This design comes from an exercise in tuning for small area, a short achievable clock period and few clock cycles per item on the open sky130 flow, not from production work. In this exercise RTL edits were held to simulation tests only and were not proved equivalent to the original. The clock input has no modelled driver; a real chip could not lean on it and would need a root buffer or a full tree. Power figures rest on the tool's default switching activity, not on a simulated workload.

## at_response_line_parser_unit
module at_response_line_parser_unit (
	input  logic         clk,
	input  logic         arst_n,
	input  logic         in_valid,
	input  logic [7:0]   in_data,
	output logic         in_ready,
	output logic         out_valid,
	input  logic         out_ready,
	output logic [1:0]   out_kind,
	output logic [7:0]   out_byte,
	output logic         out_line_ok,
	output logic [15:0]  out_bad_line_count,
	output logic         out_last
);
Size: about 61 flip-flops, roughly 42 I/O pins.
==> flow/config.mk <==
export PLATFORM = sky130hd
export DESIGN_NAME = at_response_line_parser_unit
export DESIGN_NICKNAME = at_response_line_parser_unit
export VERILOG_FILES = /design/flow/design.v
export SDC_FILE = /design/flow/constraint.sdc
export NUM_CORES = 4
export LEC_CHECK = 0
export CAP_MARGIN = 20
export CORE_MARGIN = 2
export CORE_UTILIZATION = 40
export GPL_ROUTABILITY_DRIVEN = 1
export PLACE_DENSITY = 0.6
export SLEW_MARGIN = 20
export SYNTH_HIERARCHICAL = 1
export SYNTH_MINIMUM_KEEP_SIZE = 0
==> flow/constraint.sdc <==
create_clock -name core_clock -period 14.0 [get_ports {clk}]
set_input_delay 2.8000 -clock core_clock [delete_from_list [all_inputs] [get_ports {clk}]]
set_output_delay 2.8000 -clock core_clock [all_outputs]
set_load 0.01 [all_outputs]
standard.sh (not shown) runs the stock make flow with config.mk's settings and CLKGATE_MAP_FILE= SYNTH_SCRIPT=/design/flow/synth_recipe.tcl, a recipe that flattens the netlist after the stock synthesis.
==> flow/flow/run.sh <==
#!/bin/bash
# The standard layout with these changes:
#  - the ports get plain sky130_fd_sc_hd__buf_1 buffers;
#  - the clock tree is one level: the flip-flops are split into 4 groups by position and
#    each group gets a clkbuf_16 driven from the clock port (flow/clock_tree.tcl), in
#    place of ORFS's CTS step.
set -euo pipefail
work=$PWD
export BUFFER_PORTS_ARGS="-buffer_cell sky130_fd_sc_hd__buf_1"
bash standard.sh place > flow_place.log 2>&1
RESULTS_DIR=$work/orfs/results/sky130hd/at_response_line_parser_unit/base \
LIB_FILE=$FLOW_HOME/platforms/sky130hd/lib/sky130_fd_sc_hd__tt_025C_1v80.lib \
PLATFORM_DIR=$FLOW_HOME/platforms/sky130hd \
CLK_GROUPS=4 CLK_CELL=sky130_fd_sc_hd__clkbuf_16 \
  openroad -no_init -exit flow/clock_tree.tcl > flow_clock_tree.log 2>&1
bash standard.sh finish > flow_finish.log 2>&1
==> flow/flow/clock_tree.tcl <==
# Clock distribution: the flip-flops are split into K groups by position (k-means) and each
# group gets one clock buffer at its centre, driven straight from the clock port.
proc my_clock_tree {K cell} {
  set block [ord::get_db_block]
  set clknet [$block findNet clk]
  set pts {}
  set its [$clknet getITerms]
  foreach it $its {
    set bb [[$it getInst] getBBox]
    lappend pts [list [expr {([$bb xMin] + [$bb xMax]) / 2}] [expr {([$bb yMin] + [$bb yMax]) / 2}]]
  }
  set n [llength $pts]
  # initial centres: sorted by x+y, evenly spaced
  set order [lsort -integer -indices [lmap p $pts {expr {[lindex $p 0] + [lindex $p 1]}}]]
  set ctr {}
  for {set k 0} {$k < $K} {incr k} {
    lappend ctr [lindex $pts [lindex $order [expr {int(($k + 0.5) * $n / $K)}]]]
  }
  for {set iter 0} {$iter < 50} {incr iter} {
    set asg {}
    foreach p $pts {
      set best 0; set bd 1e30
      for {set k 0} {$k < $K} {incr k} {
        set c [lindex $ctr $k]
        set d [expr {abs([lindex $p 0] - [lindex $c 0]) + abs([lindex $p 1] - [lindex $c 1])}]
        if {$d < $bd} { set bd $d; set best $k }
      }
      lappend asg $best
    }
    set new {}
    for {set k 0} {$k < $K} {incr k} {
      set sx 0; set sy 0; set m 0
      foreach p $pts a $asg { if {$a == $k} { incr sx [lindex $p 0]; incr sy [lindex $p 1]; incr m } }
      if {$m > 0} { lappend new [list [expr {$sx / $m}] [expr {$sy / $m}]] } else { lappend new [lindex $ctr $k] }
    }
    set ctr $new
  }
  set master [[ord::get_db] findMaster $cell]
  for {set k 0} {$k < $K} {incr k} {
    set buf [odb::dbInst_create $block $master clkbuf_leaf_$k]
    set net [odb::dbNet_create $block clknet_leaf_$k]
    $net setSigType CLOCK
    [$buf findITerm A] connect $clknet
    [$buf findITerm X] connect $net
    set c [lindex $ctr $k]
    $buf setLocation [lindex $c 0] [lindex $c 1]
    $buf setPlacementStatus PLACED
    foreach it $its a $asg { if {$a == $k} { $it disconnect; $it connect $net } }
  }
}

# Replaces the CTS step: reads the placed design, adds the clock buffers, legalizes and
# writes the CTS results the later ORFS steps read.
set R $::env(RESULTS_DIR)
read_db $R/3_place.odb
read_liberty $::env(LIB_FILE)
read_sdc $R/3_place.sdc
source $::env(PLATFORM_DIR)/setRC.tcl
my_clock_tree $::env(CLK_GROUPS) $::env(CLK_CELL)
detailed_placement
check_placement -verbose
set_propagated_clock [all_clocks]
estimate_parasitics -placement
report_clock_latency
report_checks -path_delay max -group_path_count 5 -format end
write_db $R/4_1_cts.odb
write_db $R/4_cts.odb
write_sdc $R/4_cts.sdc
Testbench counts at the start, summed over its fixed seeds: cycles 71,637, bytes 57,729.
==> next run, changes <==
--- a/flow/flow/run.sh
+++ b/flow/flow/run.sh
@@ -5,3 +5,6 @@
 #    each group gets a clkbuf_16 driven from the clock port (flow/clock_tree.tcl), in
-#    place of ORFS's CTS step.
+#    place of ORFS's CTS step;
+#  - timing repair after placement and after global routing only resizes gates, and aims
+#    at 10.5 ns of setup slack at the design's 14 ns clock (ORFS's own repair aims at
+#    0 ns, which every path meets with room to spare).
 set -euo pipefail
@@ -10,2 +13,4 @@
 bash standard.sh place > flow_place.log 2>&1
+export SETUP_SLACK_MARGIN=10.5
+export SETUP_MOVE_SEQUENCE=sizeup,swap
 RESULTS_DIR=$work/orfs/results/sky130hd/at_response_line_parser_unit/base \
@@ -13,2 +18,3 @@
 PLATFORM_DIR=$FLOW_HOME/platforms/sky130hd \
+DONT_USE_CELLS="$(make -s -C $FLOW_HOME DESIGN_CONFIG=$work/config.mk WORK_HOME=$work/orfs print-DONT_USE_CELLS | sed 's/^DONT_USE_CELLS: //')" \
 CLK_GROUPS=4 CLK_CELL=sky130_fd_sc_hd__clkbuf_16 \
--- a/flow/flow/clock_tree.tcl
+++ b/flow/flow/clock_tree.tcl
@@ -60,4 +60,8 @@
 detailed_placement
+set_propagated_clock [all_clocks]
+estimate_parasitics -placement
+set_dont_use $::env(DONT_USE_CELLS)
+repair_timing -setup -setup_margin $::env(SETUP_SLACK_MARGIN) -sequence $::env(SETUP_MOVE_SEQUENCE) -skip_last_gasp
+detailed_placement
 check_placement -verbose
-set_propagated_clock [all_clocks]
 estimate_parasitics -placement
Wire length rose by 0.96%. Total power rose by 1.6%. Cell count does not change. Clock power rose by about 1%. First-iteration DRC count fell by 6.6%. Clock skew rose by 3.9 ps. Die area stays the same. Maximum frequency rose by 9.5%. Combinational power rose by about 2%.
In every run of this note, the design's own scripts or RTL, not TritonCTS, make the clock network.

[port drivers added, routing unchanged]
No port has a modelled driver above. Below, the same layouts with a new extraction and two added sets of constraints. Step 1, drivers: a clkbuf_16 drives clk and a buf_2 each remaining input, both assumed. Step 2 adds t to the input delays and takes it off the output delays; t is the mean of the earliest and latest rising clock arrival at the registers after step 1. Input paths then give back, and output paths get back, about the clock's delay inside the block. Three values: ideal ports, drivers, drivers and shift; two values: the first two.
run | t (ns) | setup slack, ns | worst hold slack (ns) | worst slew at a driven data input, ns | pins driven straight from the clock port
the first run | 0.221 | 10.045 / 10.045 / 9.999 | 0.472 / 0.472 / 0.472 | 0.03 | 4
the second run | 0.224 | 10.388 / 10.321 / 10.231 | 0.472 / 0.472 / 0.472 | 0.03 | 4
After both steps every run listed still meets setup and hold. For the second run, which loses most, drivers alone change the setup slack by -0.067 ns; drivers and shift together by -0.157 ns.
